This is an optimization exercise on Yosys and OpenROAD, whose aim is small area, a short achievable clock period and few clock cycles per item, not a production implementation.
The RTL was checked by simulation tests, not by an equivalence proof against the original design.
Power and IR drop assume default switching activity.

## build 23
// line_pixel_stepper
module line_pixel_stepper
#(
    parameter int COORD_BITS = lps_pkg::COORD_BITS_DEF
)
(
    input  logic                         clk,
    input  logic                         rst_n,
    input  logic                         req_valid,
    output logic                         req_ready,
    input  logic                         req_kind,
    input  logic signed [COORD_BITS-1:0] req_x_start,
    input  logic signed [COORD_BITS-1:0] req_y_start,
    input  logic signed [COORD_BITS-1:0] req_x_end,
    input  logic signed [COORD_BITS-1:0] req_y_end,
    output logic                         rsp_valid,
    input  logic                         rsp_ready,
    output logic                         rsp_pixel_valid,
    output logic signed [COORD_BITS-1:0] rsp_pixel_x,
    output logic signed [COORD_BITS-1:0] rsp_pixel_y,
    output logic                         rsp_last
);
==> flow/config.mk <==
export PLATFORM = sky130hd
export DESIGN_NAME = line_pixel_stepper
export DESIGN_NICKNAME = line_pixel_stepper
export VERILOG_FILES = /design/flow/design.v
export SDC_FILE = /design/flow/constraint.sdc
export NUM_CORES = 4
export LEC_CHECK = 0
export CAP_MARGIN = 0
export CORE_MARGIN = 2
export CORE_UTILIZATION = 55
export SETUP_SLACK_MARGIN = 4.3
export SLEW_MARGIN = 0
export TNS_END_PERCENT = 0
==> flow/constraint.sdc <==
create_clock -name core_clock -period 7.0 [get_ports {clk}]
set_input_delay 1.4000 -clock core_clock [delete_from_list [all_inputs] [get_ports {clk}]]
set_output_delay 1.4000 -clock core_clock [all_outputs]
set_load 0.01 [all_outputs]
standard.sh (not shown) runs the stock make flow with config.mk's settings and CLKGATE_MAP_FILE= SYNTH_SCRIPT=/design/flow/synth_recipe.tcl, a recipe that flattens the netlist after the stock synthesis.
==> flow/flow/run.sh <==
#!/bin/bash
# The standard layout (the standard.sh: ORFS synthesis to finish, unchanged), except
# that the buffer on each input and output port is sky130_fd_sc_hd__buf_1 instead of the
# cell buffer_ports picks by itself (a slow clkdlybuf4s50_1 delay cell).
# ORFS writes each step's full log under orfs/logs/; make's own output goes to
# flow_make.log here.
set -euo pipefail
cd "$(dirname "$0")/.."
export BUFFER_PORTS_ARGS="-buffer_cell sky130_fd_sc_hd__buf_1"
bash standard.sh finish > flow_make.log 2>&1
The flow did not stop early for build 23: all stages ran, and the layout cleared the timing, DRC and antenna checks.
Testbench counts of build 23, summed over its fixed seeds: cycles 32,008, items 32,000.
[inputs] build 9 vs build 23
- CAP_MARGIN changed from 0 to 20
- SETUP_SLACK_MARGIN changed from 4.3 to 3.7
- SLEW_MARGIN changed from 0 to 20
- TNS_END_PERCENT removed (was 0)
Results
Minimum hold slack essentially unchanged between build 23 and build 9. Final clock period utilization by the worst path on build 9 is up relative to build 23. Against build 23 as the reference, build 9 delivers a lower core utilization. Ratio of cells with drive above 1 in the final layout ends up lower on build 9. Compared with build 23, build 9 ends up with a smaller final cell area. Post-synthesis to final-layout area growth was lower in the run labelled build 9. Measured against each other, build 23 and build 9 differ in required time reported for the critical path endpoint, the higher figure coming from build 9. Compare build 23 and build 9 | proportion of power drawn by flip-flops and latches higher: build 9. Re top fanout value on the critical path: build 23 was lower than build 9.
Inputs modified between build 9 and build 24:
- a change of SETUP_SLACK_MARGIN from 3.7 to 4.2
==> flow/run.sh (new file) <==
#!/bin/bash
# synth_recipe.tcl (not shown) runs the flow's synth.tcl, then flattens the netlist and writes it again
# the make line also repeats each setting of config.mk as NAME=value (left out here)
make -C /OpenROAD-flow-scripts/flow DESIGN_CONFIG=/design/flow/config.mk WORK_HOME=/design/flow/orfs CLKGATE_MAP_FILE= SYNTH_SCRIPT=/design/flow/synth_recipe.tcl finish
removed: flow/flow/run.sh
removed: flow/standard.sh
==> summary.txt <==
- Build 9 has a lower number of clock buffers in the layout than build 24.
- Build 24 ended with every stage complete and zero timing, DRC or antenna violations.
- Measured against each other, build 9 and build 24 differ in cell count after placement, the lower figure coming from build 24.
- Looking at final critical path time including I/O delays and setup, build 24 sits 0.12 ns below build 9.
- Per the comparison of build 24 with build 9, wire length went up; arithmetic-cell share of the synthesized area counting full adders, half adders and majority gates did not really move; area after synthesis did not really move.
- Against build 9, build 24 reports a global-route wire length before repair that is higher.
- Compared with build 9, in build 24 core utilization of the finished layout increased by 15 points relative to the old numbers; final design instance area without fill increased by about 23% relative to the old numbers.
- Number of global-route vias before repair was lower in build 9 than in build 24.
- Worst setup timing slack at the placement stage, build 9 and build 24: smaller value in build 24
Inputs modified between build 24 and build 40:
- changing CORE_UTILIZATION from 55 to 50
- setting TNS_END_PERCENT to 10 for the first time
- setting GPL_ROUTABILITY_DRIVEN to 0 for the first time
- changing SETUP_SLACK_MARGIN from 4.2 to 3.8
==> flow/flow/run.sh (new file) <==
#!/bin/bash
# The standard layout (the standard.sh: ORFS synthesis to finish, unchanged), except
# that the buffer on each input and output port is sky130_fd_sc_hd__buf_1 instead of the
# cell buffer_ports picks by itself (a slow clkdlybuf4s50_1 delay cell).
# ORFS writes each step's full log under orfs/logs/; make's own output goes to
# flow_make.log here.
set -euo pipefail
cd "$(dirname "$0")/.."
export BUFFER_PORTS_ARGS="-buffer_cell sky130_fd_sc_hd__buf_1"
bash standard.sh finish > flow_make.log 2>&1
==> flow/standard.sh (new file) <==
#!/bin/bash
# synth_recipe.tcl (not shown) runs the flow's synth.tcl, then flattens the netlist and writes it again
# the make line also repeats each setting of config.mk as NAME=value (left out here)
make -C /OpenROAD-flow-scripts/flow DESIGN_CONFIG=/design/flow/config.mk WORK_HOME=/design/flow/orfs CLKGATE_MAP_FILE= SYNTH_SCRIPT=/design/flow/synth_recipe.tcl "${@:-finish}"
removed: flow/run.sh
- The later-pin clock latency in the skew report of build 24 and that of build 40 are within noise of each other.
- Comparing build 40 against build 24, there is no change at all in sequential area share after synthesis.
- Compared with build 24, in build 40 wire length moved down, design area moved down.
- Relative contribution of the clock network to total power for build 40 is higher than for build 24.
- Critical path depth: build 40 vs build 24 down 3

---

## nickel
line_pixel_stepper again, from the RTL that the note above started with.
Settings: LEC_CHECK=0, CAP_MARGIN=0, CORE_MARGIN=2, CORE_UTILIZATION=55, SETUP_SLACK_MARGIN=3.9, SLEW_MARGIN=0, TNS_END_PERCENT=0; clock period 7.0 ns.
==> flow/flow/run.sh <==
#!/bin/bash
# The standard layout (the standard.sh: ORFS synthesis to finish, unchanged), except
# that the buffer on each input and output port is sky130_fd_sc_hd__buf_1 instead of the
# cell buffer_ports picks by itself (a slow clkdlybuf4s50_1 delay cell).
# ORFS writes each step's full log under orfs/logs/; make's own output goes to
# flow_make.log here.
set -euo pipefail
cd "$(dirname "$0")/.."
export BUFFER_PORTS_ARGS="-buffer_cell sky130_fd_sc_hd__buf_1"
bash standard.sh finish > flow_make.log 2>&1
nickel completed; timing, DRC and antenna clean
Testbench counts of nickel, summed over its fixed seeds: cycles 32,008, items 32,000.
Edits applied to the flow inputs when going from nickel to tundra:
Settings: swapping 3.9 for 4.7 in SETUP_SLACK_MARGIN.
Findings:
- tundra | status: complete | timing, DRC, antenna: pass
- Delta (tundra minus nickel): total power per unit cell area higher, slew of the pin with the lowest slew margin higher, clock skew roughly the same.
- Placed wire-length estimate (tundra over nickel): increase, about 2.8%
- The portion of total power attributed to sequential cells in tundra was lower than what nickel gave.
- Delta (tundra minus nickel): die outline height comparable, final non-filler cell area now larger, sequential share of layout area now smaller.
- NOTE routed length on met3 nickel->tundra increased by more than 10%
- Share of power burned in the clock network delta for tundra relative to nickel: 0.2 points lower
- tundra vs nickel, post-CTS setup-driven buffer insertion count went up by 11.
### tundra -> cedar
Settings: TNS_END_PERCENT no longer set, was 0; SLEW_MARGIN now 20, was 0; SETUP_SLACK_MARGIN now 3.4, was 4.7; CAP_MARGIN now 20, was 0.
==> flow/run.sh (new file) <==
#!/bin/bash
# synth_recipe.tcl (not shown) runs the flow's synth.tcl, then flattens the netlist and writes it again
# the make line also repeats each setting of config.mk as NAME=value (left out here)
make -C /OpenROAD-flow-scripts/flow DESIGN_CONFIG=/design/flow/config.mk WORK_HOME=/design/flow/orfs CLKGATE_MAP_FILE= SYNTH_SCRIPT=/design/flow/synth_recipe.tcl finish
removed: flow/flow/run.sh
removed: flow/standard.sh
[summary]
Result: PASS for each of cedar and tundra
Relative to tundra, the fmax measured on cedar has decreased by more than 10%.
Compared with tundra, cedar instantiates a smaller number of standard cells.
cedar reports its layer carrying the most global-route usage as met1 while tundra reports met2.
[compare] base=tundra new=cedar: fill cell instance count of the final layout has decreased, total power now sits lower.
The following lists how amber was set up differently from cedar:
Settings: an added TNS_END_PERCENT of 0; a change of SLEW_MARGIN from 20 to 0; a change of CAP_MARGIN from 20 to 0; a change of SETUP_SLACK_MARGIN from 3.4 to 4.5.
==> flow/flow/run.sh (new file) <==
#!/bin/bash
# The standard layout (the standard.sh: ORFS synthesis to finish, unchanged), except
# that the buffer on each input and output port is sky130_fd_sc_hd__buf_1 instead of the
# cell buffer_ports picks by itself (a slow clkdlybuf4s50_1 delay cell).
# ORFS writes each step's full log under orfs/logs/; make's own output goes to
# flow_make.log here.
set -euo pipefail
cd "$(dirname "$0")/.."
export BUFFER_PORTS_ARGS="-buffer_cell sky130_fd_sc_hd__buf_1"
bash standard.sh finish > flow_make.log 2>&1
==> flow/standard.sh (new file) <==
#!/bin/bash
# synth_recipe.tcl (not shown) runs the flow's synth.tcl, then flattens the netlist and writes it again
# the make line also repeats each setting of config.mk as NAME=value (left out here)
make -C /OpenROAD-flow-scripts/flow DESIGN_CONFIG=/design/flow/config.mk WORK_HOME=/design/flow/orfs CLKGATE_MAP_FILE= SYNTH_SCRIPT=/design/flow/synth_recipe.tcl "${@:-finish}"
removed: flow/run.sh
Notes after the runs:
Min cell count across amber and cedar: cedar. Net switching component of the power in amber is 6.2% above cedar. The run showing the smaller total global-route track usage is cedar. Clock group share of total power, amber and cedar: smaller value in amber. Diff cedar -> amber: multi-input combinational cell count neither gained nor lost much, layout overhead on the synthesized area down 1.3 points. Every stage of the flow completed for amber, and the final layout passed the timing, DRC and antenna checks. In amber relative to cedar, total power had gone up by a few percent. Via count delta (amber − cedar): unfavourable. Run comparison: cedar capture point of the critical path u_core.u_reg[10]$_DFFE_PP_; amber capture point of the critical path u_core.cin_reg$_DFF_P_. Relative to cedar, wire length of the first global-routing pass has increased by 1500 um in amber.

[afterwards: timing with drivers on the ports]
In the flow no input, the clock included, has a driving cell. The finished layouts below were timed again as built, in two steps. Step 1, drivers: a clkbuf_16 drives clk and a buf_2 each remaining input, both assumed. Step 2 adds t to the input delays and takes it off the output delays; t is the mean of the earliest and latest rising clock arrival at the registers after step 1. Input paths then give back, and output paths get back, about the clock's delay inside the block. Slacks: ideal / step 1 / step 2; pairs: ideal / step 1.
run | shift t [ns] | setup slack, ns | latest minus earliest clock arrival (ns) | pins driven straight from the clock port
build 23 | 0.396 | 3.946 / 3.946 / 3.740 | 0.011 / 0.010 | 1
build 9 | 0.392 | 3.721 / 3.721 / 3.721 | 0.010 / 0.011 | 1
build 24 | 0.397 | 3.846 / 3.846 / 3.739 | 0.006 / 0.007 | 1
build 40 | 0.399 | 3.761 / 3.761 / 3.549 | 0.007 / 0.007 | 1
nickel | 0.393 | 3.821 / 3.821 / 3.783 | 0.012 / 0.011 | 1
tundra | 0.395 | 3.912 / 3.912 / 3.664 | 0.010 / 0.010 | 1
cedar | 0.397 | 3.539 / 3.539 / 3.379 | 0.013 / 0.012 | 1
amber | 0.395 | 3.912 / 3.912 / 3.664 | 0.010 / 0.010 | 1
After both steps setup and hold are still met in every run listed.
